This is an optimization exercise on Yosys and OpenROAD, whose aim is small area and a short achievable clock period, not a production implementation. RTL that was checked went through simulation tests only; none was proved equivalent to the original. The clock port is modelled as an ideal driver; clocking choices that lean on that would not hold on a real chip. Power figures rest on the tool's default switching activity, not on a simulated workload.

== P ==
Design fetch_stage, start of the top module:
module fetch_stage #(
  parameter int PC_W = 8,
  parameter int INSTR_W = 16,
  parameter logic [INSTR_W-1:0] HALT_INSTR = 16'hFFFF
) (
  input  logic               clk,
  input  logic               rst,
  input  logic [PC_W-1:0]    pc_cur,
  output logic [PC_W-1:0]    pc_next,
  input  logic               redirect_valid,
  input  logic [PC_W-1:0]    redirect_target,
  output logic               id_valid,
  input  logic               id_ready,
  output logic [INSTR_W-1:0] id_instr,
  output logic [PC_W-1:0]    id_pc,
  input  logic               imem_we,
  input  logic [PC_W-1:0]    imem_waddr,
  input  logic [INSTR_W-1:0] imem_wdata,
  output logic               halted
);
  localparam int DEPTH = 1 << PC_W;
  logic [15:0]        wlo, whi;
  logic [15:0]        rlo, rhi;
  logic [DEPTH-1:0]   wsel;
  logic [DEPTH-1:0]   rsel_n;
  logic [INSTR_W-1:0] mem   [DEPTH];
  logic [INSTR_W-1:0] mem_d [DEPTH];
  logic [DEPTH-1:0]   col   [INSTR_W];
  ...
Size in the first run: about 13000 cells after synthesis, roughly 4100 flip-flops, roughly 140000 um^2 of cells after synthesis.
Settings: LEC_CHECK=0, CAP_MARGIN=20, CORE_MARGIN=2, CORE_UTILIZATION=30, PLACE_DENSITY=0.45, SLEW_MARGIN=20, SYNTH_HIERARCHICAL=1; clock period 5.0 ns.
run.sh (not shown) runs the stock make flow with config.mk's settings and CLKGATE_MAP_FILE= SYNTH_SCRIPT=/design/flow/synth_recipe.tcl, a recipe that flattens the netlist after the stock synthesis.
P: flow complete, layout not clean; failing: setup timing
Inputs modified between P and Q:
Settings: putting TNS_END_PERCENT at 5 where nothing was set; swapping 30 for 70 in CORE_UTILIZATION; putting SETUP_SLACK_MARGIN at 1.5 where nothing was set; swapping 0.45 for 0.8 in PLACE_DENSITY.
Results
- Post-synthesis cell area came out exactly the same in P and Q.
- Looking only at count of clock-net buffers in the final layout, and setting everything else aside, the lower value of P and Q goes to Q.
- Across both runs, signed area change from the synthesized netlist to the final layout was lower for Q than for P.
- Although P finished all stages, its layout failed final checks on setup timing.
- Q closes out successfully: all stages finished, all timing, DRC and antenna checks passed.
Here is what was changed in the inputs of R compared with Q.
Settings: a deleted SETUP_SLACK_MARGIN that had been 1.5; a change of CORE_UTILIZATION from 70 to 55; a change of PLACE_DENSITY from 0.8 to 0.65; a deleted TNS_END_PERCENT that had been 5.
## What came out
Comparing R and Q, the one run not ending clean was R. A origin of the worst setup path of pc_cur[0] is what R shows, while pc_cur[7] belongs to Q. As of R, cell count had risen by a few percent compared to Q. Relative to Q, number of tap cells inserted increased by 730 in R. From Q to R the numbers moved as follows: layout clock buffer count now sits higher, internal power now sits higher, number of detailed-route iterations in the first pass now sits lower, setup slack now sits lower. Power consumption went up slightly going from Q to R. R vs Q — die area rose 27%.
--- input diff R..S ---
Settings: TNS_END_PERCENT now 5, previously not set; SETUP_SLACK_MARGIN now 1.5, previously not set.
--- outcome ---
Having completed the whole flow, S delivered a layout that passed the timing, DRC and antenna checks. Utilization R -> S: up. Ratio of final minimum period to clock period on S is down relative to R. S vs R — total power draw climbed slightly. Looking at number of DRC violations after detailed-routing iteration 0, S sits about 1.4% below R. For count of clock-buffer cells in the layout, R and S come out practically identical. Comparing S and R, the higher wire length of the first global-routing pass is on S. Comparing R against S, there is no change at all in total overflow reported by the global router. Looking at worst hold slack after final layout across both flows, S is the weaker of the two, with R ahead. For S, the slowest stage cell on the critical path was nor4_4, unlike R, where it was nor2_1.
Function was not checked in any run of this note: the RTL went through the layout flow alone.

========
The RTL this note starts from:
==> flow/design.v <==
module fs_wbit (
  input  logic q,
  input  logic we,
  input  logic nwe,
  input  logic wd,
  output logic d
);
  assign d = (q & nwe) | (wd & we);
endmodule
module fs_rpair (
  input  logic sn0,
  input  logic d0,
  input  logic sn1,
  input  logic d1,
  output logic y
);
  assign y = !((sn0 | d0) & (sn1 | d1));
endmodule
module fs_nor2 (
  input  logic a,
  input  logic b,
  output logic y
);
  assign y = !(a | b);
endmodule
module fs_nand2 (
  input  logic a,
  input  logic b,
  output logic y
);
  assign y = !(a & b);
endmodule
module fs_nand4 (
  input  logic [3:0] a,
  output logic       y
);
  assign y = !(&a);
endmodule
module fs_rbit (
  input  logic [255:0] sn,
  input  logic [255:0] d,
  output logic         q
);
  logic [127:0] y1;
  logic [63:0]  y2;
  logic [15:0]  y3;
  logic [7:0]   y4;
  logic [1:0]   y5;
  for (genvar i = 0; i < 128; i++) begin : g_l1
    fs_rpair u (.sn0(sn[2*i]), .d0(d[2*i]), .sn1(sn[2*i+1]), .d1(d[2*i+1]), .y(y1[i]));
  end
  for (genvar i = 0; i < 64; i++) begin : g_l2
    fs_nor2 u (.a(y1[2*i]), .b(y1[2*i+1]), .y(y2[i]));
  end
  for (genvar i = 0; i < 16; i++) begin : g_l3
    fs_nand4 u (.a(y2[4*i+3:4*i]), .y(y3[i]));
  end
  for (genvar i = 0; i < 8; i++) begin : g_l4
    fs_nor2 u (.a(y3[2*i]), .b(y3[2*i+1]), .y(y4[i]));
  end
  for (genvar i = 0; i < 2; i++) begin : g_l5
    fs_nand4 u (.a(y4[4*i+3:4*i]), .y(y5[i]));
  end
  fs_nor2 u_l6 (.a(y5[0]), .b(y5[1]), .y(q));
endmodule
module fs_dec2 (
  input  logic [1:0] a,
  output logic [3:0] y
);
  for (genvar k = 0; k < 4; k++) begin : g_k
    assign y[k] = (a == 2'(k));
  end
endmodule
module fs_and2 (
  input  logic a,
  input  logic b,
  output logic y
);
  assign y = a & b;
endmodule
module fs_dec4p (
  input  logic [3:0]  a,
  output logic [15:0] y
);
  logic [3:0] lo, hi;
  fs_dec2 u_lo (.a(a[1:0]), .y(lo));
  fs_dec2 u_hi (.a(a[3:2]), .y(hi));
  for (genvar k = 0; k < 16; k++) begin : g_k
    fs_and2 u (.a(hi[k/4]), .b(lo[k%4]), .y(y[k]));
  end
endmodule
module fs_dec4 (
  input  logic [3:0]  a,
  output logic [15:0] y
);
  for (genvar k = 0; k < 16; k++) begin : g_k
    assign y[k] = (a == 4'(k));
  end
endmodule
module fs_dec4e (
  input  logic [3:0]  a,
  input  logic        en,
  output logic [15:0] y,
  output logic [15:0] yn
);
  for (genvar k = 0; k < 16; k++) begin : g_k
    assign y[k]  = en & (a == 4'(k));
    assign yn[k] = !(en & (a == 4'(k)));
  end
endmodule
module fs_andn #(
  parameter int N = 2
) (
  input  logic [N-1:0] a,
  output logic         y
);
  assign y = &a;
endmodule
module fs_mux2 (
  input  logic s,
  input  logic a0,
  input  logic a1,
  output logic y
);
  assign y = s ? a1 : a0;
endmodule
module fs_pcbit (
  input  logic s_inc_n,
  input  logic vh0,
  input  logic vh1,
  input  logic x,
  input  logic y,
  input  logic a,
  output logic q
);
  assign q = a ^ ((!s_inc_n & x) | (vh0 & y) | (vh1 & y));
endmodule
module fs_incnext (
  input  logic clr,
  input  logic set,
  input  logic s,
  output logic d
);
  assign d = !clr & (set | s);
endmodule
module fs_vhnext (
  input  logic ld,
  input  logic keep,
  input  logic n0,
  input  logic n1,
  input  logic s,
  output logic d
);
  assign d = (ld & (n0 | n1)) | (keep & s);
endmodule
module fetch_stage #(
  parameter int PC_W = 8,
  parameter int INSTR_W = 16,
  parameter logic [INSTR_W-1:0] HALT_INSTR = 16'hFFFF
) (
  input  logic               clk,
  input  logic               rst,
  input  logic [PC_W-1:0]    pc_cur,
  output logic [PC_W-1:0]    pc_next,
  input  logic               redirect_valid,
  input  logic [PC_W-1:0]    redirect_target,
  output logic               id_valid,
  input  logic               id_ready,
  output logic [INSTR_W-1:0] id_instr,
  output logic [PC_W-1:0]    id_pc,
  input  logic               imem_we,
  input  logic [PC_W-1:0]    imem_waddr,
  input  logic [INSTR_W-1:0] imem_wdata,
  output logic               halted
);
  localparam int DEPTH = 1 << PC_W;
  logic [15:0]        wlo, whi, wlo_n, whi_n;
  logic [15:0]        rlo, rhi;
  logic [DEPTH-1:0]   wsel, wsel_n;
  logic [DEPTH-1:0]   rsel_n;
  logic [INSTR_W-1:0] mem   [DEPTH];
  logic [INSTR_W-1:0] mem_d [DEPTH];
  logic [DEPTH-1:0]   col   [INSTR_W];
  logic [INSTR_W-1:0] rdata;
  fs_dec4e u_wdec_lo (.a(imem_waddr[3:0]), .en(1'b1), .y(wlo), .yn(wlo_n));
  fs_dec4e u_wdec_hi (.a(imem_waddr[7:4]), .en(imem_we), .y(whi), .yn(whi_n));
  fs_dec4p u_rdec_lo (.a(pc_cur[3:0]), .y(rlo));
  fs_dec4p u_rdec_hi (.a(pc_cur[7:4]), .y(rhi));
  for (genvar r = 0; r < DEPTH; r++) begin : g_row
    fs_nor2  u_wsel   (.a(whi_n[r/16]), .b(wlo_n[r%16]), .y(wsel[r]));
    fs_nand2 u_wsel_n (.a(whi[r/16]), .b(wlo[r%16]), .y(wsel_n[r]));
    fs_nand2 u_rsel (.a(rhi[r/16]), .b(rlo[r%16]), .y(rsel_n[r]));
    always_ff @(posedge clk)
      mem[r] <= mem_d[r];
    for (genvar c = 0; c < INSTR_W; c++) begin : g_col
      assign col[c][r] = mem[r][c];
      fs_wbit u_wbit (
        .q(mem[r][c]), .we(wsel[r]), .nwe(wsel_n[r]), .wd(imem_wdata[c]),
        .d(mem_d[r][c])
      );
    end
  end
  for (genvar c = 0; c < INSTR_W; c++) begin : g_rbit
    fs_rbit u_rbit (.sn(rsel_n), .d(col[c]), .q(rdata[c]));
  end
  localparam int NCOPY = PC_W / 2;
  logic [NCOPY-1:0] s_inc_n, vh0, vh1;
  logic slot_halt;
  logic halt_hit;
  logic advance;
  logic [3:0] rd_nib_n;
  logic ld, keep;
  logic [NCOPY-1:0] vh0_d, vh1_d, s_inc_n_d;
  assign slot_halt = id_valid & !vh0[0] & !vh1[0];
  assign halt_hit  = slot_halt & id_ready;
  assign advance   = !halted & (!id_valid | id_ready);
  for (genvar k = 0; k < 4; k++) begin : g_hnib
    fs_nand4 u (.a(rdata[4*k+3:4*k]), .y(rd_nib_n[k]));
  end
  for (genvar i = 0; i < PC_W; i++) begin : g_pc
    logic a, x, y;
    fs_mux2 u_a (.s(redirect_valid), .a0(pc_cur[i]), .a1(redirect_target[i]), .y(a));
    if (i == 0) begin : g_b0
      assign x = !redirect_valid;
      fs_andn #(.N(2)) u_y (.a({!redirect_valid, id_ready}), .y(y));
    end else begin : g_bn
      fs_andn #(.N(i + 1)) u_x (.a({!redirect_valid, pc_cur[i-1:0]}), .y(x));
      fs_andn #(.N(i + 2)) u_y (.a({!redirect_valid, id_ready, pc_cur[i-1:0]}), .y(y));
    end
    fs_pcbit u_pcbit (
      .s_inc_n(s_inc_n[i/2]), .vh0(vh0[i/2]), .vh1(vh1[i/2]), .x(x), .y(y), .a(a),
      .q(pc_next[i])
    );
  end
  assign ld   = !redirect_valid & !halt_hit & advance;
  assign keep = !redirect_valid & !halt_hit & !advance;
  for (genvar k = 0; k < NCOPY; k++) begin : g_vh
    fs_vhnext u_vh0_d (.ld(ld), .keep(keep), .n0(rd_nib_n[0]), .n1(rd_nib_n[1]), .s(vh0[k]), .d(vh0_d[k]));
    fs_vhnext u_vh1_d (.ld(ld), .keep(keep), .n0(rd_nib_n[2]), .n1(rd_nib_n[3]), .s(vh1[k]), .d(vh1_d[k]));
    fs_incnext u_inc_d (.clr(redirect_valid), .set(halt_hit | advance), .s(s_inc_n[k]), .d(s_inc_n_d[k]));
  end
  always_ff @(posedge clk or negedge rst) begin
    if (!rst) begin
      halted   <= 1'b0;
      id_valid <= 1'b0;
    end else begin
      if (redirect_valid) begin
        halted   <= 1'b0;
        id_valid <= 1'b0;
      end else if (halt_hit) begin
        halted   <= 1'b1;
        id_valid <= 1'b0;
      end else if (advance) begin
        id_valid <= 1'b1;
      end
    end
  end
  for (genvar k = 0; k < NCOPY; k++) begin : g_state
    always_ff @(posedge clk or negedge rst) begin
      if (!rst) begin
        s_inc_n[k] <= 1'b0;
        vh0[k]     <= 1'b0;
        vh1[k]     <= 1'b0;
      end else begin
        s_inc_n[k] <= s_inc_n_d[k];
        vh0[k]     <= vh0_d[k];
        vh1[k]     <= vh1_d[k];
      end
    end
  end
  always_ff @(posedge clk) begin
    if (!id_valid | id_ready) begin
      id_instr <= rdata;
      id_pc    <= pc_cur;
    end
  end
endmodule
==> flow/config.mk <==
export PLATFORM = sky130hd
export DESIGN_NAME = fetch_stage
export DESIGN_NICKNAME = fetch_stage
export VERILOG_FILES = /design/flow/design.v
export SDC_FILE = /design/flow/constraint.sdc
export NUM_CORES = 4
export LEC_CHECK = 0
export CAP_MARGIN = 20
export CORE_MARGIN = 2
export CORE_UTILIZATION = 65
export CTS_CLUSTER_DIAMETER = 80
export CTS_CLUSTER_SIZE = 28
export PLACE_DENSITY = 0.75
export SETUP_SLACK_MARGIN = 2.2
export SLEW_MARGIN = 20
export SYNTH_HIERARCHICAL = 1
export TNS_END_PERCENT = 5
==> flow/constraint.sdc <==
create_clock -name core_clock -period 5.0 [get_ports {clk}]
set_input_delay 1.0000 -clock core_clock [delete_from_list [all_inputs] [get_ports {clk}]]
set_output_delay 1.0000 -clock core_clock [all_outputs]
set_load 0.01 [all_outputs]
standard.sh (not shown) runs the stock make flow with config.mk's settings and CLKGATE_MAP_FILE= SYNTH_SCRIPT=/design/flow/synth_recipe.tcl, a recipe that flattens the netlist after the stock synthesis.
==> flow/flow/run.sh <==
#!/bin/bash
# Layout flow: the standard ORFS flow (standard.sh, unchanged synthesis,
# floorplan, power grid, placement, CTS and routing), with three changes:
#  - the port buffers that buffer_ports inserts on every input and output
#    are plain sky130_fd_sc_hd__buf_4 cells instead of its default pick;
#  - before global placement, pre_place.tcl gives the upper levels of the
#    memory read tree a stronger drive (same cell function, larger size);
#  - after CTS, post_cts.tcl runs one more setup repair pass.
# Each tool's full output goes to the ORFS logs under orfs/logs and to
# standard.log here.
set -euo pipefail
here=$(cd "$(dirname "$0")" && pwd)
export BUFFER_PORTS_ARGS="-buffer_cell sky130_fd_sc_hd__buf_4"
export PRE_GLOBAL_PLACE_TCL="$here/pre_place.tcl"
export POST_CTS_TCL="$here/post_cts.tcl"
bash standard.sh > standard.log 2>&1
==> flow/flow/pre_place.tcl <==
# Upsize gates that drive long, heavily loaded wires (same function, larger
# drive). Gates are found by the names of the nets they drive: submodule
# instance paths survive flattening in the net names.
#  - memory read tree and HALT check: every nand4 and every nor2;
#  - row decoders: the predecoded lines (to size 4) and the row select
#    gates (to size 2).
set db [ord::get_db]
set block [ord::get_db_block]
proc out_net {inst} {
  foreach it [$inst getITerms] {
    if {[$it isOutputSignal]} { return [$it getNet] }
  }
  return ""
}
proc in_drivers {inst} {
  set res {}
  foreach it [$inst getITerms] {
    if {![$it isInputSignal]} { continue }
    set net [$it getNet]
    if {$net eq "NULL" || $net eq ""} { continue }
    foreach d [$net getITerms] {
      if {[$d isOutputSignal]} { lappend res [[[$d getInst] getMaster] getName] }
    }
  }
  return $res
}
proc has_any {nm keys} {
  foreach k $keys { if {[string first $k $nm] >= 0} { return 1 } }
  return 0
}
# Swap inst to the same cell at drive strength size, if it is weaker.
proc upsize {inst size} {
  set m [[$inst getMaster] getName]
  if {![regexp {^(sky130_fd_sc_hd__[a-z0-9]+)_([0-9]+)$} $m -> base cur]} { return 0 }
  if {$cur >= $size} { return 0 }
  set new [[ord::get_db] findMaster ${base}_$size]
  if {$new eq "NULL" || $new eq ""} { return 0 }
  $inst swapMaster $new
  return 1
}
set cnt(tree) 0; set cnt(pre) 0; set cnt(sel) 0
foreach inst [$block getInsts] {
  set m [[$inst getMaster] getName]
  set net [out_net $inst]
  if {$net eq ""} { continue }
  set nm [$net getName]
  set fo [expr {[llength [$net getITerms]] - 1}]
  if {[has_any $nm {.u.sn0 .u.sn1 u_wbit.we u_wbit.nwe}] && $fo >= 8} {
    incr cnt(sel) [upsize $inst 2]
  } elseif {[has_any $nm {u_rsel.a u_rsel.b u_wsel.a u_wsel.b u_wsel_n.a u_wsel_n.b}] && $fo >= 8} {
    incr cnt(pre) [upsize $inst 4]
  } elseif {[has_any $nm {u_rbit hnib rdata rd_nib}]} {
    if {$m eq "sky130_fd_sc_hd__nand4_1"} {
      incr cnt(tree) [upsize $inst 2]
    } elseif {$m eq "sky130_fd_sc_hd__nor2_1"} {
      # Upper levels (fed by nand4s) to size 2 or 4, the first nor2 level
      # (fed by the o22ai pairs) to size 2.
      if {[lsearch -glob [in_drivers $inst] "sky130_fd_sc_hd__nand4*"] < 0} {
        if {[lsearch -glob [in_drivers $inst] "sky130_fd_sc_hd__o22ai*"] < 0} { continue }
        incr cnt(tree) [upsize $inst 2]
        continue
      }
      incr cnt(tree) [upsize $inst [expr {$fo > 1 ? 4 : 2}]]
    }
  }
}
puts "pre_place: upsized tree $cnt(tree), predecode $cnt(pre), row select $cnt(sel)"
Other scripts of this flow, unchanged in this note and not shown: flow/flow/post_cts.tcl
The first run ran to the end with no violations.
Then changed:
--- a/flow/flow/pre_place.tcl
+++ b/flow/flow/pre_place.tcl
@@ -3,3 +3,4 @@
 # instance paths survive flattening in the net names.
-#  - memory read tree and HALT check: every nand4 and every nor2;
+#  - memory read tree and HALT check: every nand4, and every nor2 fed by
+#    nand4s (the upper tree levels);
 #  - row decoders: the predecoded lines (to size 4) and the row select
@@ -55,9 +56,3 @@
     } elseif {$m eq "sky130_fd_sc_hd__nor2_1"} {
-      # Upper levels (fed by nand4s) to size 2 or 4, the first nor2 level
-      # (fed by the o22ai pairs) to size 2.
-      if {[lsearch -glob [in_drivers $inst] "sky130_fd_sc_hd__nand4*"] < 0} {
-        if {[lsearch -glob [in_drivers $inst] "sky130_fd_sc_hd__o22ai*"] < 0} { continue }
-        incr cnt(tree) [upsize $inst 2]
-        continue
-      }
+      if {[lsearch -glob [in_drivers $inst] "sky130_fd_sc_hd__nand4*"] < 0} { continue }
       incr cnt(tree) [upsize $inst [expr {$fo > 1 ? 4 : 2}]]
Sequential cell count is unchanged.
Wire length hardly moves.
Power barely changes.

## port drivers added, routing unchanged
No port has a modelled driver above. Below, the same layouts with a new extraction and two added sets of constraints.
Step 1 sets driving cells, clkbuf_16 on the clock port and buf_2 on the other inputs (assumed; they add their load-dependent delay and slew).
Step 2, shift: input delay + t, output delay - t, t = (earliest + latest rising clock arrival at the registers) / 2. This alone moves slack from input paths to output paths.
Three values: ideal ports, drivers, drivers and shift; two values: the first two.
| run | shift t [ns] | setup WS [ns] | worst setup path at the end | latest minus earliest clock arrival (ns) |
|---|---|---|---|---|
| P | 1.113 | -0.113 / -0.023 / -1.135 | input to register | 0.077 / 0.077 |
| Q | 1.084 | 0.993 / 1.044 / -0.040 | input to register | 0.046 / 0.046 |
| R | 1.027 | -0.104 / -0.024 / -1.052 | input to register | 0.051 / 0.051 |
| S | 1.032 | 0.790 / 0.828 / -0.205 | input to register | 0.051 / 0.051 |
| the first run of note 2 | 0.972 | 1.885 / 1.808 / 0.836 | input to register | 0.053 / 0.053 |
| the second run of note 2 | 0.987 | 1.874 / 1.763 / 0.776 | input to register | 0.038 / 0.038 |
With both steps, setup timing fails in Q and S, where it was met with ideal ports. For the second run of note 2, which loses most, drivers alone change the setup slack by -0.111 ns; drivers and shift together by -1.098 ns.
